Source: an optimization exercise on an open RTL-to-GDS flow (aim: small area). Production flows keep margins and buffers that such runs may drop. Where RTL was checked, it was by simulation tests only, not by an equivalence proof against the original. Function not checked in runs 2, 3 and 6: the RTL went through the layout flow alone. No activity file was given, so power comes from the tool's default toggle rates.

### config.mk
export PLATFORM = sky130hd
export DESIGN_NAME = apb_slave_mem
export DESIGN_NICKNAME = apb_slave_mem
export VERILOG_FILES = /design/flow/design.v
export SDC_FILE = /design/flow/constraint.sdc
export NUM_CORES = 4
export LEC_CHECK = 0
export CAP_MARGIN = 20
export CORE_MARGIN = 2
export CORE_UTILIZATION = 40
export SLEW_MARGIN = 20
### run.sh
#!/bin/bash
# synth_recipe.tcl (not shown) runs the flow's synth.tcl, then flattens the netlist and writes it again
# the make line also repeats each setting of config.mk as NAME=value (left out here)
make -C /OpenROAD-flow-scripts/flow DESIGN_CONFIG=/design/flow/config.mk WORK_HOME=/design/flow/orfs CLKGATE_MAP_FILE= SYNTH_SCRIPT=/design/flow/synth_recipe.tcl finish
### design.v
module apb_slave_mem #(
    parameter logic [31:0] BASE_ADDR   = 32'h8000_0000,
    parameter int unsigned WAIT_CYCLES = 1
) (
    input  logic            clk,
    input  logic            rst,
    input  logic            psel,
    input  logic            penable,
    input  logic            pwrite,
    input  logic [31:0]     paddr,
    input  logic [31:0]     pwdata,
    output logic [31:0]     prdata,
    output logic            pready,
    output logic            pslverr,
    output logic [15:0]     xfer_cnt,
    output logic            fsm_state
);
    typedef enum logic {IDLE = 1'b0, ACCESS = 1'b1} state_t;
    localparam logic [3:0] WAIT_LD = 4'(WAIT_CYCLES);
    state_t      state, state_nx;
    logic [3:0]  cnt, cnt_nx;
    logic [5:0]  idx_q, idx_nx;
    logic        hit_q, hit_nx;
    logic        write_q, write_nx;
    logic [31:0] wdata_q, wdata_nx;
    logic        ready_q, ready_nx;
    logic        err_q, err_nx;
    logic [31:0] rdata_q, rdata_nx;
    logic [15:0] xfer_cnt_nx;
    logic        mem_we;
    logic [31:0] mem [64];
    logic setup_hit;
    logic unused_addr_bits;
    assign setup_hit        = (paddr[31:8] == BASE_ADDR[31:8]);
    assign unused_addr_bits = ^paddr[1:0];
    assign pready  = ready_q;
    assign pslverr = err_q;
    assign prdata  = rdata_q;
    assign fsm_state   = state;
    always_comb begin
        state_nx    = state;
        cnt_nx      = cnt;
        idx_nx      = idx_q;
        hit_nx      = hit_q;
        write_nx    = write_q;
        wdata_nx    = wdata_q;
        ready_nx    = ready_q;
        err_nx      = err_q;
        rdata_nx    = rdata_q;
        xfer_cnt_nx = xfer_cnt;
        mem_we      = 1'b0;
        case (state)
            IDLE: begin
                ready_nx = 1'b0;
                err_nx   = 1'b0;
                rdata_nx = '0;
                if (psel && !penable) begin
                    state_nx = ACCESS;
                    idx_nx   = paddr[7:2];
                    hit_nx   = setup_hit;
                    write_nx = pwrite;
                    wdata_nx = pwdata;
                    cnt_nx   = WAIT_LD;
                    if (WAIT_LD == 4'd0) begin
                        ready_nx = 1'b1;
                        err_nx   = !setup_hit;
                        rdata_nx = (!pwrite && setup_hit) ? mem[paddr[7:2]] : '0;
                    end
                end
            end
            ACCESS: begin
                if (!psel) begin
                    state_nx = IDLE;
                    cnt_nx   = '0;
                    ready_nx = 1'b0;
                    err_nx   = 1'b0;
                    rdata_nx = '0;
                end else if (ready_q) begin
                    if (penable) begin
                        mem_we      = write_q && hit_q;
                        xfer_cnt_nx = xfer_cnt + 16'd1;
                        state_nx    = IDLE;
                        ready_nx    = 1'b0;
                        err_nx      = 1'b0;
                        rdata_nx    = '0;
                    end
                end else if (cnt <= 4'd1) begin
                    cnt_nx   = '0;
                    ready_nx = 1'b1;
                    err_nx   = !hit_q;
                    rdata_nx = (!write_q && hit_q) ? mem[idx_q] : '0;
                end else begin
                    cnt_nx = cnt - 4'd1;
                end
            end
            default: state_nx = IDLE;
        endcase
    end
    always_ff @(posedge clk) begin
        if (rst) begin
            state    <= IDLE;
            cnt      <= '0;
            idx_q    <= '0;
            hit_q    <= 1'b0;
            write_q  <= 1'b0;
            wdata_q  <= '0;
            ready_q  <= 1'b0;
            err_q    <= 1'b0;
            rdata_q  <= '0;
            xfer_cnt <= '0;
            for (int i = 0; i < 64; i++) mem[i] <= '0;
        end else begin
            state    <= state_nx;
            cnt      <= cnt_nx;
            idx_q    <= idx_nx;
            hit_q    <= hit_nx;
            write_q  <= write_nx;
            wdata_q  <= wdata_nx;
            ready_q  <= ready_nx;
            err_q    <= err_nx;
            rdata_q  <= rdata_nx;
            xfer_cnt <= xfer_cnt_nx;
            if (mem_we) mem[idx_q] <= wdata_q;
        end
    end
endmodule
### constraint.sdc
create_clock -name core_clock -period 5.0 [get_ports {clk}]
set_input_delay 1.0000 -clock core_clock [delete_from_list [all_inputs] [get_ports {clk}]]
set_output_delay 1.0000 -clock core_clock [all_outputs]
set_load 0.01 [all_outputs]
==> summary.txt, run 1 <==
post-CTS sizing=0; WP data arrival=4.46 ns; Rows=181; clk slew on worst S/H paths=0.06 ns; WS Path Type=reg2reg; max-slew violations=0; post-placement cell count=9538; Root Buffer=clkbuf_16; Worst VDD drop=323 uV; final cell count without fillers=9968; status=finished clean; Max-slew headroom=27.3%; synth unique cells=65; P_sw=8.96 mW; grt total ovfl=0; Die W=498 um; Fillers=20900; Layout Skew=0.0653 ns; synthesized flop and latch total=2149; Combinational Power Share=6.1%; antenna violations before repair=15; Worst-Skew Late Latency=0.88 ns; worst-margin pin slew=1.09 ns; drt wl/cell=29.7 um; DRT antenna net count=0; clk buf depth=3; Post-Syn Area=0.0976 mm^2; Post-Synthesis Cells=6603; vias in the first global route=55900; Max Cap Viol=0; global-route wire length before repair=421000 um; Remaining DRCs=0; multi-input combinational cell area=0.0313 mm^2; RSZ-0062 raised after global routing=no; ys flop type=edfxtp_1; Fin. Hold Viols=0; clock group share of total power=41.8%; Pre-antenna DRT Iters=6; wirelength, routed=296000 um; H-tree depth=4; Vias=56400; Mean Syn Cell Area=14.8 um^2; Final Critical Period=3.75 ns; register area share after synthesis=65.1%; cts bufs inserted=226; Worst setup SP type=flop; switching power share of the total=22.8%; Min-Delay Path Class=reg2reg; crit path max fanout=30; Leakage=38.2 nW; Synth Warn #=1; f_max=266 MHz; Setup Total Neg Slack=0 ns; Area Overhead vs Synth=12.9%; part of the cycle the worst path needs=75.1%; cell internal pwr=30.3 mW; chip height=498 um; cts hold-fix bufs=0; Mapped Nets=6675; dpl hpwl=178000 um; 1st-iter DRT viols=6723; layout cells sized above 1=19.3%; gp weighted congestion=0.890; final core occ=45.3%; final net count=6636; PortBufs=117; CTS tree=yes; number of synthesized flops with an enable pin=2048; CTS Sinks=2149; gr usage total=23.6%; largest net degree at the start of global routing=123; core area=0.243 mm^2; Synth async-reset ratio=0%; pwr dens=356 mW/mm^2; Worst Path Required=5.71 ns; I/O pins=120; Setup-failing EPs final=0; top cell type's share of synthesized area=63.0%; Initial Util=40.2%; Reg power frac=52.1%; FF+latch area=0.0636 mm^2; post-DR vias/cell=5.66; post-CTS setup buffer count=0; Yosys top cell by area=edfxtp_1; synth top area cells=edfxtp_1 63%, and2_1 13%, mux4_2 9.1%; die area=0.248 mm^2; Crit. End Element=flop
cell usage after synthesis (9+ instances only):
master and count:
nand2b_1 13, clkbuf_2 24, a22oi_1 105, inv_1 10, buf_6 13, mux4_2 394, and2_1 2053, o2111ai_1 23
mux2i_1 181, edfxtp_1 2048, nor4_1 14, o2111a_1 23, o22ai_1 20, a21oi_1 74, a22o_1 18, mux2_2 133
buf_4 48, a221oi_1 32, nor2_1 103, o22a_1 26, nand3_1 49, nor3_1 37, nand2_1 236, nor2b_1 22
o211ai_1 37, buf_1 10, or2_2 68, clkbuf_1 491, xnor2_1 11, o21ai_0 9, buf_2 72, nand4_1 23
dfxtp_1 101
power by group through the flow:
stage                     Clock (mW)  Combinational, mW  Sequential, mW
after CTS                       16.6               2.39            20.5
after global placement             0               2.38            20.8
final                           16.4               2.38            20.5
after global routing            17.3               2.48            20.5
after detailed placement           0               2.39            20.9
after floorplan                    0               1.36            20.7
critical path: stages (launching register included):
cell and delay (ns):
dfxtp_4 0.94, buf_4 0.46, mux4_2 0.55, a22o_1 0.29, o211ai_1 0.85, o2111a_1 0.41
nor3_1 0.06
path summary, 6_finish.rpt:
check,from,endpoint,slack [ns],cells after the start
max,flop,rdata_q[20],1.25,6
min,wdata_q[29],wdata_q[29],0.46,2
max reg2reg,flop,rdata_q[20],1.25,6
min reg2reg,wdata_q[29],wdata_q[29],0.46,2
flip-flops by register name, indices dropped and copies added, names as in the netlist, named ones only:
| register | cells |
|---|---|
| err_q | 1 |
| xfer_cnt | 16 |
| write_q | 1 |
| state | 1 |
| cnt | 4 |
| rdata_q | 32 |
| idx_q | 6 |
| ready_q | 1 |
| mem | 2048 |
| hit_q | 1 |
| wdata_q | 32 |
per-stage QoR:
stage                     hold WS (ns)  power [mW]  area [um^2]  worst slack (ns)
after floorplan                  0.444        22.1        97600              1.94
after global placement           0.453        23.2       103000             0.670
after detailed placement         0.458        23.2       103000             0.617
after CTS                        0.467        39.5       110000              1.29
after global routing             0.476        40.3       110000              1.13
final                            0.464        39.3       110000              1.25
placed cells by master (no fill, tap or decap), types with 9 or more instances in the layout:
cell type and instances:
and2_1 2053, edfxtp_1 2048, mux4_2 394, nand2_1 236, clkbuf_16 227, buf_4 212
mux2i_1 181, mux2_2 133, clkdlybuf4s50_1 116, a22oi_1 105, a21oi_1 74, clkbuf_1 69
or2_2 68, nor2_2 66, dfxtp_1 63, buf_12 63, nand3_1 49, clkinv_2 41
clkinv_1 38, nor3_1 37, o211ai_1 37, nor2_1 36, a221oi_1 32, dfxtp_2 32
o22a_1 26, nand4_1 23, o2111ai_1 23, o2111a_1 23, o22ai_1 20, nor2b_1 19
a22o_1 18, nor4_1 14, clkbuf_8 14, nand2b_1 13, bufinv_16 13, xnor2_1 11
inv_1 10, o21ai_0 9
logic make-up after synthesis:
family | after synthesis | synth area share (%)
DFF | 2149 | 65.1
adders and majority gates | 3 | 0.0385
and+or+nand+nor | 2658 | 16.1
muxes | 709 | 12.5
xor gates and xnor gates | 13 | 0.117
AOI/OAI and AO/OA | 401 | 3.10
buffers and inverters | 670 | 3.00
metal layers:
layer / GRT usage [%] / part of all wire [%] / wire length, um / vias up
met3: 3.94 / 8.1 / 24000 / 443
met4: 7.38 / 3.4 / 9930 / 4
met2: 37.7 / 47 / 141000 / 2411
li1: - / - / - / 24000
met1: 33.1 / 41 / 122000 / 29500
met5: 0 / 0.0084 / 25 / -
area by class of cell:
| class | instances | area share (%) |
|---|---|---|
| antenna | 7 | 0.0159 |
| clock buffer | 310 | 5.57 |
| clock inverter | 113 | 0.950 |
| inverter | 11 | 0.0375 |
| multi-input combinational | 3784 | 28.4 |
| sequential | 2149 | 57.7 |
| tap | 3202 | 3.64 |
| timing repair buffer | 392 | 3.65 |
==> inputs of run 2 (changes only) <==
==> design.v (replaced) <==
module apb_slave_mem #(
    parameter logic [31:0] BASE_ADDR   = 32'h8000_0000,
    parameter int unsigned WAIT_CYCLES = 1
) (
    input  logic            clk,
    input  logic            rst,
    input  logic            psel,
    input  logic            penable,
    input  logic            pwrite,
    input  logic [31:0]     paddr,
    input  logic [31:0]     pwdata,
    output logic [31:0]     prdata,
    output logic            pready,
    output logic            pslverr,
    output logic [15:0]     xfer_cnt,
    output logic            fsm_state
);
    localparam logic [3:0] WAIT_LD = 4'(WAIT_CYCLES);
    logic        state_q;
    logic        ready_q;
    logic        err_q;
    logic [31:0] rdata_q;
    logic [5:0]  idx_q;
    logic        hit_q;
    logic        write_q;
    logic [31:0] wdata_q;
    logic        setup, complete, wait_done, ready_nx, state_nx;
    logic        setup_hit;
    logic        rd_hit;
    logic [5:0]  rd_idx;
    logic [31:0] rd_word;
    assign setup_hit = (paddr[31:8] == BASE_ADDR[31:8]);
    assign pready    = ready_q;
    assign pslverr   = err_q;
    assign prdata    = rdata_q;
    assign fsm_state = state_q;
    assign setup    = !state_q && psel && !penable;
    assign complete = state_q && psel && ready_q && penable;
    generate
        if (WAIT_LD > 4'd1) begin : g_wait
            logic [3:0] cnt_q;
            always_ff @(posedge clk) begin
                if (rst) cnt_q <= '0;
                else if (setup) cnt_q <= WAIT_LD;
                else if (state_q && (!psel || (!ready_q && cnt_q <= 4'd1))) cnt_q <= '0;
                else if (state_q && !ready_q) cnt_q <= cnt_q - 4'd1;
            end
            assign wait_done = (cnt_q <= 4'd1);
        end else begin : g_nowait
            assign wait_done = 1'b1;
        end
    endgenerate
    always_comb begin
        if (rst) begin
            state_nx = 1'b0;
            ready_nx = 1'b0;
        end else if (!state_q) begin
            state_nx = psel && !penable;
            ready_nx = (WAIT_LD == 4'd0) && psel && !penable;
        end else begin
            state_nx = psel && !(ready_q && penable);
            ready_nx = psel && !(ready_q && penable) && (ready_q || wait_done);
        end
    end
    assign rd_idx = (WAIT_LD == 4'd0 && !state_q) ? paddr[7:2] : idx_q;
    assign rd_hit = (WAIT_LD == 4'd0 && !state_q) ? (setup_hit && !pwrite) : (hit_q && !write_q);
    always_ff @(posedge clk) begin
        if (rst) begin
            state_q  <= 1'b0;
            xfer_cnt <= '0;
        end else begin
            state_q  <= state_nx;
            if (complete) xfer_cnt <= xfer_cnt + 16'd1;
        end
        ready_q <= ready_nx;
        err_q   <= ready_nx && !((WAIT_LD == 4'd0 && !state_q) ? setup_hit : hit_q);
        rdata_q <= (ready_nx && rd_hit) ? rd_word : '0;
        if (!state_q) begin
            idx_q   <= paddr[7:2];
            hit_q   <= setup_hit;
            write_q <= pwrite;
            wdata_q <= pwdata;
        end
    end
    logic        mem_we;
    logic [31:0] mem_wd;
    logic [31:0] rows [64];
    assign mem_we = complete && write_q && hit_q;
    assign mem_wd = rst ? 32'd0 : wdata_q;
    genvar gi;
    generate
        for (gi = 0; gi < 64; gi++) begin : g_row
            logic        en;
            logic [31:0] q;
            assign en = rst || (mem_we && idx_q == 6'(gi));
            always_ff @(posedge clk) q <= q ^ ({32{en}} & (q ^ mem_wd));
            assign rows[gi] = q;
        end
    endgenerate
    logic [63:0] rd_sel;
    always_comb begin
        for (int r = 0; r < 64; r++) rd_sel[r] = (rd_idx == 6'(r));
        rd_word = '0;
        for (int r = 0; r < 64; r++) rd_word = rd_word | (rows[r] & {32{rd_sel[r]}});
    end
endmodule
==> run 2 against run 1 <==
Worst setup slack got worse by 0.57 ns. Area after synthesis shrank 20%. Design area is 17% lower. Register-to-register slack lost 0.57 ns. Global-route usage grew 2.7 points. Clock skew about the same.
==> summary.txt, run 2 <==
Leakage=31.1 nW; vias in the first global route=43300; status=finished clean; critical path's top delay family=simple AND/OR/NAND/NOR gates; post-DR vias/cell=6.39; Rows=161; WS Path Type=reg2reg; Min-Delay Path Class=reg2reg; Placed Area=0.0840 mm^2; f_max=231 MHz; clk buf depth=3; Layout Skew=0.0655 ns; Remaining DRCs=0; Fin. Hold Viols=0; final cell count without fillers=7171; Post-Syn Area=0.0779 mm^2; Setup-failing EPs final=0; Crit. End Element=flop; Post-synth top cells=2088 x edfxtp_1, 664 x a22oi_1, 229 x clkbuf_1; Hold Slack=0.460 ns; crit path cell chain=buf_4 > nor4b_2 > and2_2 > buf_4 > a21o_2 > buf_12; clk slew on worst S/H paths=0.06 ns; final net count=4530; Pre-antenna DRT Iters=5; crit path max fanout=27; Mean Syn Cell Area=18.7 um^2; part of the cycle the worst path needs=86.4%; CTS tree=yes; Max-slew headroom=14.7%; most frequent cell after synthesis=edfxtp_1; pwr dens=428 mW/mm^2; max-slew violations=0; CP max stage delay=0.92 ns; I/O pins=120; wirelength, routed=265000 um; leading cell type in the layout, fill and taps excluded=edfxtp_1; top cell type's share of synthesized area=80.5%; cts bufs inserted=207; gr usage total=26.3%; worst-margin pin slew=1.28 ns; register area share after synthesis=81.8%; Worst setup SP type=flop; Root Buffer=clkbuf_16; CTS Sinks=2139; post-CTS setup buffer count=0; path depth of the worst reg2reg path=6; die area=0.198 mm^2; Mapped Nets=4231; CP Buf/Inv Count=3; Hold Path End=err_q; Die W=445 um; Yosys top cell by area=edfxtp_1; chip height=445 um; Vias=45800; hold path start=hit_q; most frequent cells in the layout=2088 x edfxtp_1, 664 x a22oi_1, 223 x buf_4; grt total ovfl=0; H-tree depth=4; R2R setup slack=0.68 ns; largest net degree at the start of global routing=81; Final Critical Period=4.32 ns; layout cells sized above 1=16.5%; 1st-iter DRT viols=7710; synth top area cells=edfxtp_1 81%, a22oi_1 6.4%, a22o_1 1.9%; post-route cell area=0.0909 mm^2; Synth Warn #=2; number of synthesized flops with an enable pin=2088; core area=0.193 mm^2; synthesized flop and latch total=2139; drt wl/cell=36.9 um; Max Cap Viol=0; Setup Total Neg Slack=0 ns; antenna violations before repair=6; post-CTS sizing=0; Worst-Skew Late Latency=0.88 ns; cts hold-fix bufs=0; RSZ-0062 raised after global routing=no; Post-Synthesis Cells=4161; slowest CP cell=nor4b_2; Min-Delay Path Depth=1; PortBufs=117; post-placement cell count=6775; Most common cell on crit path=buf_4; DRT antenna net count=0; dpl hpwl=160000 um; ys flop type=edfxtp_1; WP data arrival=4.82 ns; Area Overhead vs Synth=16.8%; synth unique cells=50; Initial Util=40.3%; Fillers=16000; Worst Path Required=5.50 ns; Worst VDD drop=366 uV; global-route wire length before repair=358000 um; Synth async-reset ratio=0%; reg2reg start=idx_q[0]; gp weighted congestion=0.901
==> run 2: cell types whose count changed in the layout (fill, tap and decap cells not counted), sizes merged, moves of 153 or more <==
cell,delta
a22o,+153
a22oi,+559
and2,-2000
mux2i,-164
mux4,-395
nand2,-204
==> run 2: worst max-delay path by stage <==
stage / cells past startpoint / endpoint / from
6_report: 6 / flop / idx_q[0]
3_3_place_gp: 6 / flop / psel
3_5_place_dp: 6 / flop / psel
2_1_floorplan: 2 / flop / rst
4_1_cts: 6 / flop / idx_q[0]
5_1_grt: 6 / flop / idx_q[0]
==> run 2: report_power, final <==
part           switching (mW)  internal, mW  leakage [nW]
combinational            1.56         0.455          6.09
sequential              0.289          21.0          21.7
clock                    6.93          8.76          3.31
total                    8.77          30.2          31.1
==> run 2: kinds of logic (layout without fill, tap and decap cells) <==
| kind of cell | Yosys count | count (layout) | synth area share (%) |
|---|---|---|---|
| multiplexers | 51 | 51 | 0.710 |
| adder cells (fa/ha/maj) | 1 | 1 | 0.0161 |
| other | 0 | 5 | 0 |
| flip-flops | 2139 | 2139 | 81.8 |
| XOR/XNOR | 10 | 10 | 0.112 |
| buffers and inverters | 299 | 778 | 1.53 |
| AO/OA/AOI/OAI | 1123 | 1123 | 11.4 |
| AND/OR/NAND/NOR | 538 | 538 | 4.41 |
==> run 2: stage by stage <==
| stage | util (%) | worst slack [ns] | total power [mW] |
|---|---|---|---|
| CTS | 47.1 | 0.886 | 39.0 |
| global placement | 43.5 | 0.669 | 23.5 |
| detailed placement | 43.5 | 0.613 | 23.6 |
| floorplan | - | 1.68 | 22.4 |
| global route | 47.1 | 0.698 | 39.9 |
| finish | 47.1 | 0.679 | 39.0 |
==> run 2: layer usage <==
metal | vias to the layer above | GRT usage (%) | part of all wire, %
li1 | 18200 | - | -
met1 | 23700 | 35.0 | 37
met2 | 3253 | 39.9 | 45
met3 | 692 | 7.15 | 13
met4 | 4 | 13.0 | 5.6
met5 | - | 0 | 0.0083
==> run 2: cell type report <==
cell class	instances	area (um^2)	area share, %
diodes	5	12.5	0.0138
well taps	2526	3160	3.48
repair buffers	385	3750	4.12
flip-flops and latches	2139	63700	70.1
clock inverters	120	1310	1.44
clock buffers	269	5530	6.08
multi-input cells	1723	13400	14.8
inverters	4	15.0	0.0165
==> inputs of run 3 (changes only) <==
--- a/config.mk
+++ b/config.mk
@@ -9,3 +9,5 @@
 export CORE_MARGIN = 2
-export CORE_UTILIZATION = 40
+export CORE_UTILIZATION = 70
+export CTS_CLUSTER_DIAMETER = 60
+export CTS_CLUSTER_SIZE = 30
 export SLEW_MARGIN = 20
==> run 3 against run 2 <==
Area after synthesis is the same. Combinational power is essentially flat. Design area is 3.4% lower. Sequential share of layout area grew 2.5 points. Via count is 0.83% higher. Die area shrank 43%. Highest routed layer unchanged. Still clean. Fmax shrank 1.2%. Core utilization increased by 32 points. Synthesized cell count unchanged. Worst hold slack better by 0.0077 ns.
==> summary.txt, run 3 <==
RSZ-0062 raised after global routing=no; Combinational Power Share=5.5%; synth top area cells=edfxtp_1 81%, a22oi_1 6.4%, a22o_1 1.9%; Reg power frac=59.2%; P_sw=8.07 mW; DR WL met3=39400 um; cts hold-fix bufs=0; Fin. Hold Viols=0; M1 WL=81200 um; Synth async-reset ratio=0%; Yosys top cell by area=edfxtp_1; Hold Slack=0.468 ns; Mean Syn Cell Area=18.7 um^2; CP Buf/Inv Count=2; Layout Skew=0.0415 ns; max-slew violations=0; synth unique cells=50; CTS Sinks=2139; post-CTS setup buffer count=0; largest net degree at the start of global routing=81; Leakage=30.2 nW; switching power share of the total=22.5%; Pre-antenna DRT Iters=6; 1st-iter DRT viols=9215; top sig layer=met5; Area Overhead vs Synth=12.9%; DR WL met2=106000 um; Post-synth top cells=2088 x edfxtp_1, 664 x a22oi_1, 229 x clkbuf_1; R2R setup slack=0.63 ns; H-tree depth=4; status=finished clean; pwr dens=408 mW/mm^2; Max Cap Viol=0; core area=0.111 mm^2; Root Buffer=clkbuf_16; top cell type's share of synthesized area=80.5%; DRT antenna net count=0; leading cell type in the layout, fill and taps excluded=edfxtp_1; CP max stage delay=1.14 ns; layout cells sized above 1=15.4%; PortBufs=117; slowest CP cell=and2_2; clk buf depth=3; I/O pins=120; Rows=122; cts bufs inserted=137; part of the cycle the worst path needs=87.4%; Fillers=5789; CTS tree=yes; Max-slew headroom=12.8%; crit path cell chain=buf_4 > nor4b_1 > and2_2 > buf_4 > a22oi_1 > nand4_1 > o41a_1; final net count=4448; drt wl/cell=40.6 um; gp weighted congestion=0.924; most frequent cell after synthesis=edfxtp_1; critical path's top delay family=simple AND/OR/NAND/NOR gates; Mapped Nets=4231; Post-Syn Area=0.0779 mm^2; Worst setup SP type=flop; WP data arrival=5.08 ns; Setup-failing EPs final=0; dpl hpwl=148000 um; Die W=338 um; Min-Delay Path Class=reg2reg; post-DR vias/cell=7.72; cell internal pwr=27.8 mW; wirelength, routed=243000 um; Worst VDD drop=385 uV; clock group share of total power=35.3%; grt total ovfl=0; antenna violations before repair=11; global-route wire length before repair=331000 um; Post-Synthesis Cells=4161; post-CTS sizing=0; f_max=229 MHz; number of synthesized flops with an enable pin=2088; chip height=338 um; Most common cell on crit path=buf_4; crit path max fanout=21; gr usage total=43.1%; Worst-Skew Late Latency=0.80 ns; die area=0.114 mm^2; Final Critical Period=4.37 ns; clk slew on worst S/H paths=0.08 ns; Synth Warn #=2; Initial Util=70.4%; Setup Total Neg Slack=0 ns; WS Path Type=reg2reg; most frequent cells in the layout=2088 x edfxtp_1, 664 x a22oi_1, 196 x buf_4; vias in the first global route=43400; Worst Path Required=5.71 ns; worst-margin pin slew=1.29 ns; Crit. End Element=flop; Remaining DRCs=0; synthesized flop and latch total=2139; register area share after synthesis=81.8%; Vias=46200; ys flop type=edfxtp_1
-- run 3: cell type report --
class	count	area, um^2	share of cell area, %
Multi-Input combinational cell	1723	13400	15.3
Clock inverter	91	1280	1.45
Timing Repair Buffer	373	3870	4.41
Clock buffer	155	3670	4.18
Antenna cell	7	17.5	0.0199
Sequential cell	2139	63700	72.5
Inverter	4	15.0	0.0171
Tap cell	1488	1860	2.12
-- run 3: per-stage QoR --
step                      worst slack (ns)  std cells  power, mW  util (%)  instance area (um^2)
after CTS                            0.891       5969       35.7      79.4                 87800
after global routing                 0.771       5973       36.5      79.5                 87900
after global placement               0.939       5718       23.4      74.8                 82700
after floorplan                       1.68       4161       22.4         -                 77900
after detailed placement             0.895       5723       23.5      74.9                 82800
final                                0.629       5980       35.9      79.5                 87900
-- run 3: worst paths after layout --
kind | cells past startpoint | start | to
worst max-delay path | 7 | idx_q[3] | rdata_q[18]
worst min-delay path | 1 | hit_q | err_q
worst max register to register | 7 | idx_q[3] | rdata_q[18]
worst min register to register | 1 | hit_q | err_q
-- run 3: worst register-to-register path, delay by kind of cell (launching register included) --
kind / cells / cell delay [ns]
flops: 1 / 0.65
buf+inv: 2 / 0.72
simple gates: 3 / 2.58
compound gates: 2 / 0.36
-- run 3: cell families (layout without fill, tap and decap cells) --
| kind of cell | Yosys count | count (layout) | synth area share, % |
|---|---|---|---|
| other | 0 | 7 | 0 |
| DFF | 2139 | 2139 | 81.8 |
| adders and majority gates | 1 | 1 | 0.0161 |
| and+or+nand+nor | 538 | 538 | 4.41 |
| xor gates and xnor gates | 10 | 10 | 0.112 |
| AOI/OAI and AO/OA | 1123 | 1123 | 11.4 |
| muxes | 51 | 51 | 0.710 |
| buffers and inverters | 299 | 623 | 1.53 |
-- run 3: per-layer routing --
| metal | track usage, % | vias to the layer above |
|---|---|---|
| met3 | 15.3 | 867 |
| met5 | 0 | - |
| met1 | 58.5 | 23200 |
| li1 | - | 17900 |
| met4 | 22.7 | 16 |
| met2 | 62.5 | 4184 |
-- run 3: power by group through the flow --
stage	clock network (mW)	registers [mW]	logic (mW)
CTS	12.6	21.2	1.87
detailed placement	0	21.6	1.87
floorplan	0	21.6	0.806
global route	13.2	21.3	1.98
global placement	0	21.6	1.81
finish	12.6	21.2	1.98
==> inputs of run 4 (changes only) <==
--- a/design.v
+++ b/design.v
@@ -76,3 +76,3 @@
         err_q   <= ready_nx && !((WAIT_LD == 4'd0 && !state_q) ? setup_hit : hit_q);
-        rdata_q <= (ready_nx && rd_hit) ? rd_word : '0;
+        rdata_q <= rd_word;
         if (!state_q) begin
@@ -93,5 +93,6 @@
             logic        en;
-            logic [31:0] q;
+            logic [31:0] q, q_nx;
             assign en = rst || (mem_we && idx_q == 6'(gi));
-            always_ff @(posedge clk) q <= q ^ ({32{en}} & (q ^ mem_wd));
+            apb_slave_mem_wsel u_wsel (.keep(!en), .load(en), .q(q), .d(mem_wd), .nx(q_nx));
+            always_ff @(posedge clk) q <= q_nx;
             assign rows[gi] = q;
@@ -99,8 +100,65 @@
     endgenerate
+    logic        rd_en;
+    logic [7:0]  sel_lo, sel_hi;
     logic [63:0] rd_sel;
+    logic [2047:0] rows_flat;
+    assign rd_en = ready_nx && rd_hit;
     always_comb begin
-        for (int r = 0; r < 64; r++) rd_sel[r] = (rd_idx == 6'(r));
-        rd_word = '0;
-        for (int r = 0; r < 64; r++) rd_word = rd_word | (rows[r] & {32{rd_sel[r]}});
+        for (int k = 0; k < 8; k++) begin
+            sel_lo[k] = (rd_idx[2:0] == 3'(k));
+            sel_hi[k] = (rd_idx[5:3] == 3'(k)) && rd_en;
+        end
+        for (int r = 0; r < 64; r++) begin
+            rd_sel[r] = sel_lo[r % 8] && sel_hi[r / 8];
+            rows_flat[r*32 +: 32] = rows[r];
+        end
     end
+    apb_slave_mem_rmux u_rmux (.sel(rd_sel), .rows(rows_flat), .word(rd_word));
 endmodule
+module apb_slave_mem_wsel (
+    input  logic        keep,
+    input  logic        load,
+    input  logic [31:0] q,
+    input  logic [31:0] d,
+    output logic [31:0] nx
+);
+    assign nx = (q & {32{keep}}) | (d & {32{load}});
+endmodule
+module apb_slave_mem_rmux (
+    input  logic [63:0]   sel,
+    input  logic [2047:0] rows,
+    output logic [31:0]   word
+);
+    genvar b, r;
+    generate
+        for (b = 0; b < 32; b++) begin : g_col
+            logic [63:0] q;
+            for (r = 0; r < 64; r++) begin : g_bit
+                assign q[r] = rows[r*32 + b];
+            end
+            apb_slave_mem_rcol u_col (.sel(sel), .q(q), .y(word[b]));
+        end
+    endgenerate
+endmodule
+module apb_slave_mem_rcol (
+    input  logic [63:0] sel,
+    input  logic [63:0] q,
+    output logic        y
+);
+    logic [21:0] t;
+    genvar g;
+    generate
+        for (g = 0; g < 21; g++) begin : g_grp
+            apb_slave_mem_aoi3 u_aoi (.s(sel[3*g +: 3]), .q(q[3*g +: 3]), .y(t[g]));
+        end
+    endgenerate
+    assign t[21] = !(sel[63] && q[63]);
+    assign y = !(&t);
+endmodule
+module apb_slave_mem_aoi3 (
+    input  logic [2:0] s,
+    input  logic [2:0] q,
+    output logic       y
+);
+    assign y = !((s[0] && q[0]) || (s[1] && q[1]) || (s[2] && q[2]));
+endmodule
==> flow/run.sh (new file) <==
#!/bin/bash
# Own layout flow: the standard ORFS flow (standard.sh), with
#  - clock tree synthesis without dummy loads and with larger sink clusters,
#  - the smallest buffer on the input and output ports.
# Every tool's output goes to flow_*.log in this folder (ORFS's own per-step logs stay under orfs/logs).
set -euo pipefail
export CTS_ARGS="-sink_clustering_enable -repair_clock_nets -dont_use_dummy_load -sink_clustering_size 30 -sink_clustering_max_diameter 60 -buf_list sky130_fd_sc_hd__clkbuf_16"
export BUFFER_PORTS_ARGS="-buffer_cell sky130_fd_sc_hd__buf_1"
bash standard.sh > flow_standard.log 2>&1
==> standard.sh (new file) <==
#!/bin/bash
# synth_recipe.tcl (not shown) runs the flow's synth.tcl, then flattens the netlist and writes it again
# the make line also repeats each setting of config.mk as NAME=value (left out here)
make -C /OpenROAD-flow-scripts/flow DESIGN_CONFIG=/design/flow/config.mk WORK_HOME=/design/flow/orfs CLKGATE_MAP_FILE= SYNTH_SCRIPT=/design/flow/synth_recipe.tcl "${@:-finish}"
--- a/config.mk
+++ b/config.mk
@@ -9,5 +9,4 @@
 export CORE_MARGIN = 2
-export CORE_UTILIZATION = 70
-export CTS_CLUSTER_DIAMETER = 60
-export CTS_CLUSTER_SIZE = 30
+export CORE_UTILIZATION = 60
 export SLEW_MARGIN = 20
+export SYNTH_HIERARCHICAL = 1
removed: run.sh
==> run 4 against run 3 <==
First-iteration DRC count increased by 9.5%. Sequential cell count unchanged. Global-route usage fell by 3.3 points. Critical path type unchanged. Fmax is 2.1% lower. Clock skew fell by 0.0028 ns. Via count up 30%.
==> summary.txt, run 4 <==
status=finished clean; core area=0.126 mm^2; Max-slew headroom=14.9%; WP data arrival=5.09 ns; chip height=361 um; clk buf depth=3; part of the cycle the worst path needs=89.3%; worst-margin pin slew=1.27 ns; Setup-failing EPs final=0; hold path start=pwrite; post-DR vias/cell=7.80; Pre-antenna DRT Iters=11; Reg with most FFs=g_row.q; Worst VDD drop=386 uV; most frequent cells in the layout=2099 x dfxtp_1, 1920 x a22o_1, 672 x a222oi_1; clk slew on worst S/H paths=0.08 ns; register area share after synthesis=56.7%; grt total ovfl=0; Rows=130; global-route wire length before repair=390000 um; 1st-iter DRT viols=10100; pwr dens=405 mW/mm^2; leading cell type in the layout, fill and taps excluded=dfxtp_1; Initial Util=60.6%; most frequent cell after synthesis=dfxtp_1; Remaining DRCs=0; Crit. End Element=flop; Post-synth top cells=2099 x dfxtp_1, 1920 x a22o_1, 672 x a222oi_1; pre-CTS WS=0.473 ns; CP Buf/Inv Count=1; vias in the first global route=55400; Yosys top cell by area=dfxtp_1; CTS Sinks=2139; wirelength, routed=270000 um; final net count=6129; Post-Synthesis Cells=5929; die area=0.130 mm^2; antenna violations before repair=9; Worst-Skew Late Latency=0.81 ns; f_max=224 MHz; cts hold-fix bufs=0; Setup Total Neg Slack=0 ns; CP max stage delay=1.19 ns; Fillers=9803; Die W=361 um; crit path cell chain=or3b_1 > or3b_1 > nor2_2 > buf_12 > a222oi_1 > nand4_1 > nor4_1 > nand2_1; I/O pins=120; Mapped Nets=5999; slowest CP cell=nor4_1; gr usage total=39.9%; number of synthesized flops with an enable pin=40; Max Cap Viol=0; biggest regs=g_row.q (2048), rdata_q (32), wdata_q (32); largest net degree at the start of global routing=140; Most common cell on crit path=or3b_1; max-slew violations=0; H-tree depth=4; PortBufs=117; critical path's top delay family=simple AND/OR/NAND/NOR gates; Worst setup SP type=flop; reg2reg start=idx_q[2]; max reg flops=2048; Synth async-reset ratio=0%; Post-Syn Area=0.0763 mm^2; Root Buffer=clkbuf_16; cts bufs inserted=143; gp weighted congestion=0.949; Min-Delay Path Class=in2reg; dpl hpwl=161000 um; Final Critical Period=4.46 ns; post-CTS sizing=0; Leakage=32.3 nW; RSZ-0062 raised after global routing=no; CTS tree=yes; synth top area cells=dfxtp_1 55%, a22o_1 22%, a222oi_1 8.8%; ys flop type=dfxtp_1; layout cells sized above 1=12.5%; synth unique cells=40; Area Overhead vs Synth=6.55%; Vias=60100; DRT antenna net count=0; WS Path Type=reg2reg; Worst Path Required=5.63 ns; Mean Syn Cell Area=12.9 um^2; Fin. Hold Viols=0; top cell type's share of synthesized area=55.1%; crit path max fanout=20; synthesized flop and latch total=2139; post-CTS setup buffer count=0; Layout Skew=0.0387 ns; Final WS setup=0.536 ns; Synth Warn #=8; drt wl/cell=35.0 um; critical path startpoint=idx_q[2]
==> run 4: kinds of logic (layout without fill, tap and decap cells) <==
family	Yosys count	in the layout	share of synthesized area [%]
AOI/OAI and AO/OA	2889	2889	34.0
xor gates and xnor gates	11	11	0.126
adders and majority gates	1	1	0.0164
buffers and inverters	439	567	5.96
DFF	2139	2139	56.7
muxes	1	1	0.0148
other	0	2	0
and+or+nand+nor	449	449	3.24
==> run 4: per-module statistics from Yosys (local to each module, per instance), excerpt <==
| module | area (um^2) | times used |
|---|---|---|
| apb_slave_mem_aoi3 | 10.0 | 672 |
| apb_slave_mem | 45500 | 1 |
| apb_slave_mem_rcol | 51.3 | 32 |
| apb_slave_mem_wsel | 350 | 64 |
==> run 4: layer usage <==
metal	track usage, %	share of wire (%)
met1	58.0	41
met4	17.3	4.7
met5	0	0.017
met2	54.1	40
met3	12.2	14
==> run 4: layout make-up <==
| class | count | area (um^2) | share of cell area [%] |
|---|---|---|---|
| Clock buffer | 143 | 3580 | 4.40 |
| Tap cell | 1650 | 2060 | 2.54 |
| Multi-Input combinational cell | 3351 | 29300 | 36.1 |
| Antenna cell | 2 | 5.00 | 0.00616 |
| Timing Repair Buffer | 422 | 3050 | 3.76 |
| Sequential cell | 2139 | 43200 | 53.2 |
| Inverter | 2 | 7.51 | 0.00924 |
==> run 4: final timing paths <==
check	to	slack (ns)	cells after the start
hold reg to reg	rdata_q[24]	0.48	2
setup / recovery	rdata_q[23]	0.54	8
setup reg to reg	rdata_q[23]	0.54	8
hold / removal	write_q	0.37	1
==> run 4: worst register-to-register path: cells and delay by family, from the launching register on <==
| family | cells | cell delay, ns |
|---|---|---|
| and+or+nand+nor | 6 | 3.03 |
| DFF | 1 | 0.60 |
| AOI/OAI and AO/OA | 1 | 0.41 |
| buffers and inverters | 1 | 0.26 |
==> run 4: per-stage QoR <==
step           hold WS (ns)  area, um^2  total power, mW  std cells  utilization, %
6_report              0.369       81300             32.9       7709            64.5
5_1_grt               0.367       81300             33.9       7707            64.5
4_1_cts               0.348       81200             32.8       7702            64.5
3_5_place_dp          0.459       77600             22.5       7559            61.6
3_3_place_gp          0.459       77500             22.4       7558            61.6
2_1_floorplan         0.439       76300             21.8       5929               -
==> run 4: power by group <==
part / internal, mW / switching (mW) / leakage, nW
sequential: 18.6 / 0.801 / 17.8
clock: 5.07 / 5.61 / 1.76
combinational: 1.28 / 1.59 / 12.7
total: 24.9 / 8.01 / 32.3
==> inputs of run 5 (changes only) <==
--- a/design.v
+++ b/design.v
@@ -95,3 +95,5 @@
             assign en = rst || (mem_we && idx_q == 6'(gi));
-            apb_slave_mem_wsel u_wsel (.keep(!en), .load(en), .q(q), .d(mem_wd), .nx(q_nx));
+            for (genvar b = 0; b < 32; b++) begin : g_bit
+                apb_slave_mem_wsel u_wsel (.keep(!en), .load(en), .q(q[b]), .d(mem_wd[b]), .nx(q_nx[b]));
+            end
             always_ff @(posedge clk) q <= q_nx;
@@ -118,9 +120,9 @@
 module apb_slave_mem_wsel (
-    input  logic        keep,
-    input  logic        load,
-    input  logic [31:0] q,
-    input  logic [31:0] d,
-    output logic [31:0] nx
+    input  logic keep,
+    input  logic load,
+    input  logic q,
+    input  logic d,
+    output logic nx
 );
-    assign nx = (q & {32{keep}}) | (d & {32{load}});
+    assign nx = (q && keep) || (d && load);
 endmodule
--- a/flow/run.sh
+++ b/flow/run.sh
@@ -6,3 +6,3 @@
 set -euo pipefail
-export CTS_ARGS="-sink_clustering_enable -repair_clock_nets -dont_use_dummy_load -sink_clustering_size 30 -sink_clustering_max_diameter 60 -buf_list sky130_fd_sc_hd__clkbuf_16"
+export CTS_ARGS="-sink_clustering_enable -repair_clock_nets -dont_use_dummy_load -sink_clustering_size 28 -sink_clustering_max_diameter 120 -buf_list sky130_fd_sc_hd__clkbuf_16"
 export BUFFER_PORTS_ARGS="-buffer_cell sky130_fd_sc_hd__buf_1"
==> run 5 against run 4 <==
Die area fell by 5.9%. Count of clock-buffer cells in the layout shrank 57. Cell count is 2.0% lower. Power is 7.5% lower. Area after synthesis shrank 6.0%. Via count down 0.46%. Largest cell class unchanged.
==> summary.txt, run 5 <==
status=finished clean; post-synthesis compound-gate area fraction=36.0%; Layout Skew=0.0527 ns; PortBufs=117; final core occ=67.0%; Hold Path End=wdata_q[6]; cts bufs inserted=86; Post-Syn Area=0.0717 mm^2; gr usage total=41.3%; Max-slew headroom=12.3%; Fin. Hold Viols=0; CTS Sinks=2139; Worst-Skew Late Latency=0.73 ns; grt total ovfl=0; cts hold-fix bufs=0; slowest CP cell=nor2_2; Leakage=31.4 nW; crit path cell chain=or3b_2 > nor4_2 > buf_4 > nand3_1 > nor2_2 > buf_4 > a222oi_1 > nand4_1 > nor4_1 > buf_4 > nand2_1; Placed Area=0.0771 mm^2; synth unique cells=40; post-route cell area=0.0792 mm^2; Remaining DRCs=0; CP Buf/Inv Count=3; chip height=350 um; overall power=30.5 mW; Die W=350 um; gp weighted congestion=0.938; vias in the first global route=54700; drt wl/cell=34.8 um; global-route wire length before repair=379000 um; register area share after synthesis=60.3%; Area Overhead vs Synth=10.5%; Setup-failing EPs final=0; part of the cycle the worst path needs=89.0%; Mean Syn Cell Area=12.9 um^2; crit path max fanout=18; number of synthesized flops with an enable pin=40; top cell type's share of synthesized area=58.6%; Worst setup SP type=flop; RSZ-0062 raised after global routing=no; DRT antenna net count=0; core area=0.118 mm^2; Min-Delay Path Class=in2reg; Reg with most FFs=g_row.q; Worst Path Required=5.66 ns; Most common cell on crit path=buf_4; WS Path Type=reg2reg; Worst VDD drop=324 uV; Setup Total Neg Slack=0 ns; final net count=6088; hold path start=pwdata[6]; dpl hpwl=152000 um; mux cell area share after synthesis=0%; post-DR vias/cell=7.92; CP max stage delay=0.96 ns; post-CTS setup buffer count=0; Mapped Nets=5622; synthesized flop and latch total=2139; FF-to-FF End=rdata_q[15]; largest net degree at the start of global routing=76; Crit. End Element=flop; WP data arrival=5.10 ns; worst-margin pin slew=1.32 ns; Vias=59900; path depth of the worst reg2reg path=11; post-CTS sizing=0; clk buf depth=3; Min-Delay Path Depth=1; Synth async-reset ratio=0%; Post-synth top cells=2099 x dfxtp_1, 2048 x a22o_1, 672 x a222oi_1; Synth Area in Adders=0.0174%; most frequent cell after synthesis=dfxtp_1; Pre-antenna DRT Iters=10; ys flop type=dfxtp_1; clk slew on worst S/H paths=0.11 ns; Final Critical Period=4.45 ns; Rows=126; antenna violations before repair=11; Fillers=8920; max-slew violations=0; f_max=225 MHz; Post-Synthesis Cells=5552; pwr dens=384 mW/mm^2; synth top area cells=dfxtp_1 59%, a22o_1 25%, a222oi_1 9.4%; die area=0.122 mm^2; Yosys top cell by area=dfxtp_1; 1st-iter DRT viols=11200; Hold Slack=0.442 ns; wirelength, routed=263000 um; largest family of logic cells by synthesized area=compound AO/OA/AOI/OAI gates; max reg flops=2048; layout cells sized above 1=9.57%; Root Buffer=clkbuf_16; CTS tree=yes; synthesized-area fraction occupied by and/or/nand/nor cells=3.36%; reg2reg start=idx_q[4]; leading cell type in the layout, fill and taps excluded=dfxtp_1; I/O pins=120; Initial Util=60.7%; Max Cap Viol=0; R2R setup slack=0.55 ns; biggest regs=g_row.q (2048), rdata_q (32), wdata_q (32); Post-Synth XOR/XNOR Area=0.110%; most frequent cells in the layout=2099 x dfxtp_1, 2048 x a22o_1, 672 x a222oi_1; Synth Warn #=8; H-tree depth=3; critical path's top delay family=simple AND/OR/NAND/NOR gates
## run 5: cells by family (layout without fill, tap and decap cells)
| group | Yosys count | in the layout |
|---|---|---|
| other | 0 | 2 |
| XOR/XNOR | 9 | 9 |
| adder cells (fa/ha/maj) | 1 | 1 |
| AO/OA/AOI/OAI | 2894 | 2894 |
| flip-flops | 2139 | 2139 |
| AND/OR/NAND/NOR | 455 | 455 |
| buffers and inverters | 54 | 518 |
## run 5: through the flow
stage,cells,worst slack (ns)
5_1_grt,7552,0.561
6_report,7554,0.552
3_3_place_gp,7465,0.213
3_5_place_dp,7465,0.159
4_1_cts,7551,0.815
2_1_floorplan,5552,1.13
## run 5: layer usage
metal / track usage [%] / routed length, um / vias up
li1: - / - / 25100
met1: 60.2 / 107000 / 30200
met2: 56.7 / 106000 / 3985
met3: 14.0 / 39200 / 492
met4: 14.1 / 10200 / 18
met5: 0 / 121 / -
## run 5: layout make-up
cell class                      count  area (um^2)  area share, %
Clock buffer                       86         2150           2.72
Sequential cell                  2139        43200           54.5
Timing Repair Buffer              429         2950           3.72
Antenna cell                        2         5.00        0.00632
Inverter                            3         11.3         0.0142
Multi-Input combinational cell   3359        29000           36.6
Tap cell                         1536         1920           2.43
## run 5: where the power goes
group / switching (mW) / leakage, nW / internal [mW]
logic: 1.58 / 12.5 / 1.25
registers: 0.794 / 17.8 / 18.6
clock network: 5.15 / 1.06 / 3.11
## run 5: modules after synthesis, one instance, submodules excluded, a selection
module	cells	area [um^2]	copies in the design	flops+latches
apb_slave_mem_rcol	9	51.3	32	0
apb_slave_mem	2544	45400	1	2139
apb_slave_mem_wsel	1	8.76	2048	0
apb_slave_mem_aoi3	1	10.0	672	0
## run 5: worst max path at each step
stage / end / cells after the start / from / slack (ns)
after floorplan: g_row[0].q[10] / 4 / rst / 1.13
after global routing: rdata_q[15] / 11 / idx_q[4] / 0.56
after CTS: rdata_q[15] / 11 / idx_q[4] / 0.82
final: rdata_q[15] / 11 / idx_q[4] / 0.55
after global placement: rdata_q[15] / 12 / penable / 0.21
after detailed placement: rdata_q[15] / 12 / penable / 0.16
==> inputs of run 6 (changes only) <==
--- a/design.v
+++ b/design.v
@@ -92,8 +92,7 @@
         for (gi = 0; gi < 64; gi++) begin : g_row
-            logic        en;
+            logic        wdec;
             logic [31:0] q, q_nx;
-            assign en = rst || (mem_we && idx_q == 6'(gi));
-            for (genvar b = 0; b < 32; b++) begin : g_bit
-                apb_slave_mem_wsel u_wsel (.keep(!en), .load(en), .q(q[b]), .d(mem_wd[b]), .nx(q_nx[b]));
-            end
+            assign wdec = mem_we && idx_q == 6'(gi);
+            apb_slave_mem_whalf u_lo (.rst(rst), .wdec(wdec), .q(q[15:0]), .d(mem_wd[15:0]), .nx(q_nx[15:0]));
+            apb_slave_mem_whalf u_hi (.rst(rst), .wdec(wdec), .q(q[31:16]), .d(mem_wd[31:16]), .nx(q_nx[31:16]));
             always_ff @(posedge clk) q <= q_nx;
@@ -118,2 +117,19 @@
     apb_slave_mem_rmux u_rmux (.sel(rd_sel), .rows(rows_flat), .word(rd_word));
+endmodule
+module apb_slave_mem_whalf (
+    input  logic        rst,
+    input  logic        wdec,
+    input  logic [15:0] q,
+    input  logic [15:0] d,
+    output logic [15:0] nx
+);
+    logic load, keep;
+    assign load = rst || wdec;
+    assign keep = !load;
+    genvar b;
+    generate
+        for (b = 0; b < 16; b++) begin : g_bit
+            apb_slave_mem_wsel u_wsel (.keep(keep), .load(load), .q(q[b]), .d(d[b]), .nx(nx[b]));
+        end
+    endgenerate
 endmodule
==> run 6 against run 5 <==
Still clean. Clock power hardly changed. Worst setup slack worse by 0.12 ns. Die area is 0.86% higher. Critical path depth is 2 lower. Synthesized cell count is 3.0% higher. First-iteration DRC count is 12% lower. Wire length is 5.1% lower. Fmax is 2.7% lower. Worst hold slack better by 0.0031 ns. Sequential power hardly changed. Via count is 1.1% lower. Non-clock buffer count is 57 lower.
==> summary.txt, run 6 <==
Mean Syn Cell Area=12.7 um^2; Synth async-reset ratio=0%; Synth Warn #=8; Max-slew headroom=22.1%; part of the cycle the worst path needs=91.4%; max-slew violations=0; Rows=127; biggest regs=g_row.q (2048), rdata_q (32), wdata_q (32); gr usage total=38.7%; Die W=351 um; synth top area cells=dfxtp_1 58%, a22o_1 25%, a222oi_1 9.3%; clk buf depth=3; worst-margin pin slew=1.17 ns; grt total ovfl=0; final net count=6216; post-CTS sizing=0; leading cell type in the layout, fill and taps excluded=dfxtp_1; Yosys top cell by area=dfxtp_1; crit path cell chain=or3_1 > nand2b_1 > nor2_2 > buf_4 > a222oi_1 > nand4_1 > nor4_1 > buf_4 > nand2_1; synth unique cells=38; Worst VDD drop=302 uV; largest net degree at the start of global routing=89; Leakage=31.4 nW; global-route wire length before repair=363000 um; Final Critical Period=4.57 ns; gp weighted congestion=0.922; clk slew on worst S/H paths=0.11 ns; cts bufs inserted=86; dpl hpwl=159000 um; Fin. Hold Viols=0; Reg with most FFs=g_row.q; WS Path Type=reg2reg; Setup-failing EPs final=0; number of synthesized flops with an enable pin=40; Vias=59200; status=finished clean; CTS tree=yes; layout cells sized above 1=8.11%; cts hold-fix bufs=0; Pre-antenna DRT Iters=10; ys flop type=dfxtp_1; core area=0.120 mm^2; Post-synth top cells=2099 x dfxtp_1, 2048 x a22o_1, 672 x a222oi_1; post-CTS setup buffer count=0; pwr dens=382 mW/mm^2; slowest CP cell=nand2b_1; final cell count without fillers=7759; post-DR vias/cell=7.63; chip height=351 um; die area=0.123 mm^2; Post-Syn Area=0.0723 mm^2; max reg flops=2048; drt wl/cell=32.1 um; Area Overhead vs Synth=9.72%; Setup Total Neg Slack=0 ns; Root Buffer=clkbuf_16; H-tree depth=3; antenna violations before repair=9; Worst-Skew Late Latency=0.73 ns; Mapped Nets=5786; critical path's top delay family=simple AND/OR/NAND/NOR gates; Post-Synthesis Cells=5716; overall power=30.3 mW; Remaining DRCs=0; Most common cell on crit path=buf_4; DRT antenna net count=0; Worst Path Required=5.63 ns; wirelength, routed=249000 um; Fillers=9320; synthesized flop and latch total=2139; f_max=219 MHz; Initial Util=60.4%; most frequent cell after synthesis=dfxtp_1; WP data arrival=5.20 ns; RSZ-0062 raised after global routing=no; Worst setup SP type=flop; CP Buf/Inv Count=2; 1st-iter DRT viols=9805; top cell type's share of synthesized area=58.1%; Min-Delay Path Class=in2reg; Max Cap Viol=0; CTS Sinks=2139; Layout Skew=0.0665 ns; PortBufs=117; Crit. End Element=flop; CP max stage delay=0.77 ns; most frequent cells in the layout=2099 x dfxtp_1, 2048 x a22o_1, 672 x a222oi_1; register area share after synthesis=59.8%; crit path max fanout=16; vias in the first global route=54000; I/O pins=120; post-placement cell count=7669
[run 6: changes by cell type in the layout (fill, tap and decap cells not counted), moves of 5 or more]
cell      change
inv_1         +5
buf_12        -6
o21ai_0       +5
or3_1         +6
buf_4        -51
or2_1       +128
a21oi_2      -63
nor2_1      +133
nand2b_1      +7
a21o_1       -64
nor2_2       +50
[run 6: worst paths after layout]
kind | start | slack, ns | end | cells after the start
setup / recovery | idx_q[3] | 0.43 | rdata_q[15] | 9
hold / removal | paddr[5] | 0.45 | idx_q[3] | 1
setup reg to reg | idx_q[3] | 0.43 | rdata_q[15] | 9
hold reg to reg | hit_q | 0.47 | err_q | 1
[run 6: area by class of cell]
type | count | area [um^2] | area share [%]
flip-flops and latches | 2139 | 43200 | 54.5
well taps | 1612 | 2020 | 2.54
clock buffers | 86 | 2150 | 2.71
multi-input cells | 3539 | 29500 | 37.2
diodes | 3 | 7.51 | 0.00946
repair buffers | 372 | 2440 | 3.08
inverters | 8 | 30.0 | 0.0378
[run 6: kinds of logic (layout without fill, tap and decap cells)]
logic type	count (synthesis)	after routing	synth area share, %
xor gates and xnor gates	7	7	0.0848
adders and majority gates	1	1	0.0173
AOI/OAI and AO/OA	2770	2770	34.6
buffers and inverters	38	466	0.213
other	0	3	0
DFF	2139	2139	59.8
and+or+nand+nor	761	761	5.38
[run 6: routing by layer]
metal	vias to the layer above	share of wire, %	wire [um]	track usage [%]
li1	25500	-	-	-
met1	29800	41	102000	54.5
met5	-	0.014	34	0
met2	3457	43	108000	57.6
met3	458	12	29500	9.99
met4	6	4.2	10300	13.8
[run 6: modules after synthesis (local to each module, per instance), excerpt]
module / flops+latches / cells inside
apb_slave_mem_aoi3: 0 / 1
apb_slave_mem_wsel: 0 / 1
apb_slave_mem_whalf: 0 / 2
apb_slave_mem_rcol: 0 / 9
apb_slave_mem: 2139 / 2452
[run 6: stage by stage]
| step | setup slack (ns) | area (um^2) | util (%) | hold WS, ns |
|---|---|---|---|---|
| finish | 0.431 | 79400 | 66.2 | 0.445 |
| global route | 0.481 | 79400 | 66.2 | 0.418 |
| CTS | 0.662 | 79300 | 66.2 | 0.415 |
| detailed placement | 0.304 | 77100 | 64.4 | 0.460 |
| global placement | 0.304 | 77000 | 64.3 | 0.458 |
| floorplan | 1.15 | 72300 | - | 0.436 |
[run 6: where the power goes]
part / switching (mW) / internal, mW / leakage (nW) / total [mW]
Clock: 5.17 / 3.11 / 1.06 / 8.28
Sequential: 0.793 / 18.6 / 17.8 / 19.4
Combinational: 1.45 / 1.23 / 12.5 / 2.68
==> inputs of run 7 (changes only) <==
--- a/design.v
+++ b/design.v
@@ -18,2 +18,3 @@
     localparam logic [3:0] WAIT_LD = 4'(WAIT_CYCLES);
+    localparam int unsigned SP = (WAIT_LD == 4'd0) ? 1 : 2;
     logic        state_q;
@@ -22,3 +23,2 @@
     logic [31:0] rdata_q;
-    logic [5:0]  idx_q;
     logic        hit_q;
@@ -26,6 +26,10 @@
     logic [31:0] wdata_q;
-    logic        setup, complete, wait_done, ready_nx, state_nx;
+    logic [5:0]  rot_q;     
+    logic [5:0]  pos_q;     
+    logic        pend_q;    
+    logic        clr_q;     
+    logic        setup, complete, commit, wait_done, ready_nx, state_nx;
     logic        setup_hit;
     logic        rd_hit;
-    logic [5:0]  rd_idx;
+    logic [5:0]  rd_pos;
     logic [31:0] rd_word;
@@ -38,2 +42,3 @@
     assign complete = state_q && psel && ready_q && penable;
+    assign commit   = complete && write_q && hit_q;
     generate
@@ -64,3 +69,3 @@
     end
-    assign rd_idx = (WAIT_LD == 4'd0 && !state_q) ? paddr[7:2] : idx_q;
+    assign rd_pos = (WAIT_LD == 4'd0 && !state_q) ? paddr[7:2] + rot_q : pos_q;
     assign rd_hit = (WAIT_LD == 4'd0 && !state_q) ? (setup_hit && !pwrite) : (hit_q && !write_q);
@@ -70,2 +75,3 @@
             xfer_cnt <= '0;
+            rot_q    <= '0;
         end else begin
@@ -73,2 +79,3 @@
             if (complete) xfer_cnt <= xfer_cnt + 16'd1;
+            rot_q    <= rot_q + 6'd1;
         end
@@ -77,4 +84,6 @@
         rdata_q <= rd_word;
+        clr_q   <= rst;
+        pend_q  <= !rst && commit && (SP == 2) && !pos_q[0];
         if (!state_q) begin
-            idx_q   <= paddr[7:2];
+            pos_q   <= paddr[7:2] + rot_q + 6'd1;
             hit_q   <= setup_hit;
@@ -82,9 +91,14 @@
             wdata_q <= pwdata;
+        end else begin
+            pos_q   <= pos_q + 6'd1;
         end
     end
-    logic        mem_we;
+    logic        clear, land;
+    logic [5:0]  land_pos;
     logic [31:0] mem_wd;
     logic [31:0] rows [64];
-    assign mem_we = complete && write_q && hit_q;
-    assign mem_wd = rst ? 32'd0 : wdata_q;
+    assign clear    = rst || clr_q;
+    assign land     = (commit && (SP == 1 || pos_q[0])) || pend_q;
+    assign land_pos = pos_q + 6'd1;
+    assign mem_wd   = clear ? 32'd0 : wdata_q;
     genvar gi;
@@ -92,7 +106,12 @@
         for (gi = 0; gi < 64; gi++) begin : g_row
-            logic        wdec;
             logic [31:0] q, q_nx;
-            assign wdec = mem_we && idx_q == 6'(gi);
-            apb_slave_mem_whalf u_lo (.rst(rst), .wdec(wdec), .q(q[15:0]), .d(mem_wd[15:0]), .nx(q_nx[15:0]));
-            apb_slave_mem_whalf u_hi (.rst(rst), .wdec(wdec), .q(q[31:16]), .d(mem_wd[31:16]), .nx(q_nx[31:16]));
+            if (gi % SP == 0) begin : g_port
+                logic load;
+                assign load = clear || (land && land_pos == 6'(gi));
+                for (genvar b = 0; b < 32; b++) begin : g_bit
+                    apb_slave_mem_wsel u_wsel (.keep(!load), .load(load), .q(rows[(gi + 63) % 64][b]), .d(mem_wd[b]), .nx(q_nx[b]));
+                end
+            end else begin : g_pass
+                assign q_nx = rows[(gi + 63) % 64];
+            end
             always_ff @(posedge clk) q <= q_nx;
@@ -108,4 +127,4 @@
         for (int k = 0; k < 8; k++) begin
-            sel_lo[k] = (rd_idx[2:0] == 3'(k));
-            sel_hi[k] = (rd_idx[5:3] == 3'(k)) && rd_en;
+            sel_lo[k] = (rd_pos[2:0] == 3'(k));
+            sel_hi[k] = (rd_pos[5:3] == 3'(k)) && rd_en;
         end
@@ -117,19 +136,2 @@
     apb_slave_mem_rmux u_rmux (.sel(rd_sel), .rows(rows_flat), .word(rd_word));
-endmodule
-module apb_slave_mem_whalf (
-    input  logic        rst,
-    input  logic        wdec,
-    input  logic [15:0] q,
-    input  logic [15:0] d,
-    output logic [15:0] nx
-);
-    logic load, keep;
-    assign load = rst || wdec;
-    assign keep = !load;
-    genvar b;
-    generate
-        for (b = 0; b < 16; b++) begin : g_bit
-            apb_slave_mem_wsel u_wsel (.keep(keep), .load(load), .q(q[b]), .d(d[b]), .nx(nx[b]));
-        end
-    endgenerate
 endmodule
==> run 7 against run 6 <==
Highest routed layer unchanged. Sequential power about the same. Design area is 13% lower. Sequential share of layout area increased by 8.0 points. Largest power group unchanged. Worst setup slack gained 0.37 ns. Register-to-register slack improved by 0.37 ns. Still clean. Clock skew down 0.024 ns. Non-clock buffer count fell by 88. First-iteration DRC count shrank 0.10%. Count of clock-buffer cells in the layout is the same. Combinational power decreased by 26%.
==> summary.txt, run 7 <==
FF-to-FF End=rdata_q[26]; Pre-antenna DRT Iters=13; Area Overhead vs Synth=9.93%; Post-Synthesis Cells=4543; ys flop type=dfxtp_1; Worst-Skew Late Latency=0.72 ns; Worst setup SP type=flop; layout cells sized above 1=8.84%; drt wl/cell=36.2 um; CTS tree=yes; hold path start=g_row[56].q[11]; I/O pins=120; Worst Path Required=5.64 ns; post-placement cell count=6180; status=finished clean; slowest CP cell=nor2_2; final net count=4972; DRT antenna net count=0; gp weighted congestion=0.985; Most common cell on crit path=nand4_1; die area=0.108 mm^2; clk slew on worst S/H paths=0.10 ns; 1st-iter DRT viols=9795; most frequent cells in the layout=2113 x dfxtp_1, 1024 x a22o_1, 672 x a222oi_1; post-CTS sizing=0; leading cell type in the layout, fill and taps excluded=dfxtp_1; Setup Total Neg Slack=0 ns; WP data arrival=4.84 ns; vias in the first global route=44700; post-CTS setup buffer count=0; reg2reg start=state_q; R2R setup slack=0.80 ns; Post-Syn Area=0.0631 mm^2; CTS Sinks=2147; most frequent cell after synthesis=dfxtp_1; Max Cap Viol=0; Yosys top cell by area=dfxtp_1; critical path's top delay family=simple AND/OR/NAND/NOR gates; Critical Path Stages=9; Reg with most FFs=g_row.q; global-route wire length before repair=322000 um; clk buf depth=3; post-DR vias/cell=7.64; wirelength, routed=227000 um; PortBufs=117; top cell type's share of synthesized area=67.1%; part of the cycle the worst path needs=84.0%; core area=0.104 mm^2; number of synthesized flops with an enable pin=34; Mapped Nets=4627; crit path cell chain=nand3_2 > inv_1 > nand4_1 > nor2_2 > buf_4 > a222oi_1 > nand4_1 > nor4_1 > nand2_1; Min-Delay Path Depth=0; Die W=328 um; synthesized flop and latch total=2147; Final Critical Period=4.20 ns; Crit. End Element=flop; f_max=238 MHz; Post-Synth XOR/XNOR Area=0.315%; path depth of the worst reg2reg path=9; register area share after synthesis=68.7%; crit path max fanout=17; CP max stage delay=1.04 ns; antenna violations before repair=14; WS Path Type=reg2reg; CP Buf/Inv Count=2; Remaining DRCs=0; mux cell area share after synthesis=0.105%; synthesized-area fraction occupied by and/or/nand/nor cells=4.14%; Max-slew headroom=15.2%; dpl hpwl=143000 um; cts hold-fix bufs=0; Final WS setup=0.802 ns; H-tree depth=3; synth top area cells=dfxtp_1 67%, a22o_1 14%, a222oi_1 11%; Synth Area in Adders=0.309%; max-slew violations=0; Setup-failing EPs final=0; max reg flops=2048; Vias=47900; largest family of logic cells by synthesized area=compound AO/OA/AOI/OAI gates; Worst VDD drop=365 uV; Initial Util=60.7%; Root Buffer=clkbuf_16; worst-margin pin slew=1.27 ns; Leakage=26.4 nW; pwr dens=422 mW/mm^2; Rows=118; RSZ-0062 raised after global routing=no; Min-Delay Path Class=reg2reg; grt total ovfl=0; biggest regs=g_row.q (2048), rdata_q (32), wdata_q (32); final cell count without fillers=6269; Synth async-reset ratio=0%; Fin. Hold Viols=0; cts bufs inserted=86; Layout Skew=0.0425 ns; Mean Syn Cell Area=13.9 um^2; Post-synth top cells=2113 x dfxtp_1, 1024 x a22o_1, 672 x a222oi_1; Synth Warn #=9; Hold Path End=g_row[57].q[11]; chip height=328 um; gr usage total=40.9%; synth unique cells=64; pre-CTS WS=0.512 ns; largest net degree at the start of global routing=41; post-synthesis compound-gate area fraction=26.2%
## run 7: cells by family after synthesis
| family | Yosys count |
|---|---|
| buf+inv | 40 |
| fa+ha+maj | 15 |
| xor+xnor | 21 |
| simple gates | 490 |
| flops | 2147 |
| mux | 6 |
| compound gates | 1824 |
## run 7: per-layer routing
layer	GRT usage (%)	wire length [um]
met4	16.5	10600
met1	57.2	89600
met3	10.8	30100
met2	60.4	96700
met5	0	134
## run 7: through the flow
step / instance area, um^2 / hold WS [ns] / total power, mW / utilization [%]
after floorplan: 63100 / 0.330 / 20.3 / -
after global placement: 67200 / 0.332 / 21.3 / 64.6
after detailed placement: 67200 / 0.335 / 21.3 / 64.6
after CTS: 69300 / 0.332 / 29.2 / 66.7
after global routing: 69300 / 0.336 / 30.0 / 66.7
final: 69400 / 0.338 / 29.3 / 66.7
## run 7: cell type report
class,count,area [um^2]
fill,7910,34600
tap,1380,1730
antenna,3,7.51
multi-input combinational,2356,20300
inverter,13,48.8
sequential,2147,43300
timing repair buffer,284,1840
clock buffer,86,2150
## run 7: how the worst max path moves through the flow
stage / from / slack (ns) / endpoint
floorplan: psel / 1.17 / g_row[4].q[0]
global placement: psel / 0.57 / rdata_q[26]
detailed placement: psel / 0.51 / rdata_q[26]
CTS: state_q / 1.05 / rdata_q[26]
global route: state_q / 0.77 / rdata_q[26]
finish: state_q / 0.80 / rdata_q[26]
## run 7: power by group
group          internal [mW]  total (mW)  switching, mW  leakage [nW]
Sequential              18.4        19.1          0.739          17.7
Clock                   3.11        8.20           5.09          1.06
Combinational          0.653        1.98           1.33          7.61
## run 7: per-module statistics from Yosys, one instance, submodules excluded, excerpt
module,area (um^2),copies in the design,flops+latches,cells
apb_slave_mem,45800,1,2147,2559
apb_slave_mem_rcol,51.3,32,0,9
apb_slave_mem_aoi3,10.0,672,0,1
apb_slave_mem_wsel,8.76,1024,0,1

==> static timing again, ports no longer ideal <==
How much do the figures lean on ideal ports? The routed layouts below were timed once more, with nothing changed but the port constraints.
Step 1 assumes that a clkbuf_16 drives the clock port and a buf_2 every other input.
Step 2 moves the port delays by t, midway between the first and last clock arrival at a register: inputs arrive t later, outputs are due t later. That takes back most of the time a late clock gives input paths.
a / b / c = ideal ports / drivers / drivers and shift; a / b = the first two.
| run | t, ns | setup slack, ns | worst data-port slew with drivers (ns) |
|---|---|---|---|
| run 1 | 0.939 | 1.246 / 1.246 / 0.580 | 0.05 |
| run 2 | 0.934 | 0.679 / 0.679 / 0.449 | 0.05 |
| run 3 | 0.855 | 0.629 / 0.629 / 0.629 | 0.05 |
| run 4 | 0.868 | 0.536 / 0.536 / 0.080 | 0.06 |
| run 5 | 0.782 | 0.552 / 0.552 / -0.003 | 0.05 |
| run 6 | 0.782 | 0.431 / 0.431 / 0.178 | 0.06 |
| run 7 | 0.769 | 0.802 / 0.802 / 0.238 | 0.13 |
Met with ideal ports but missed after step 2: setup timing in run 5. For run 1, which loses most, drivers alone change the setup slack by 0.000 ns; drivers and shift together by -0.666 ns.
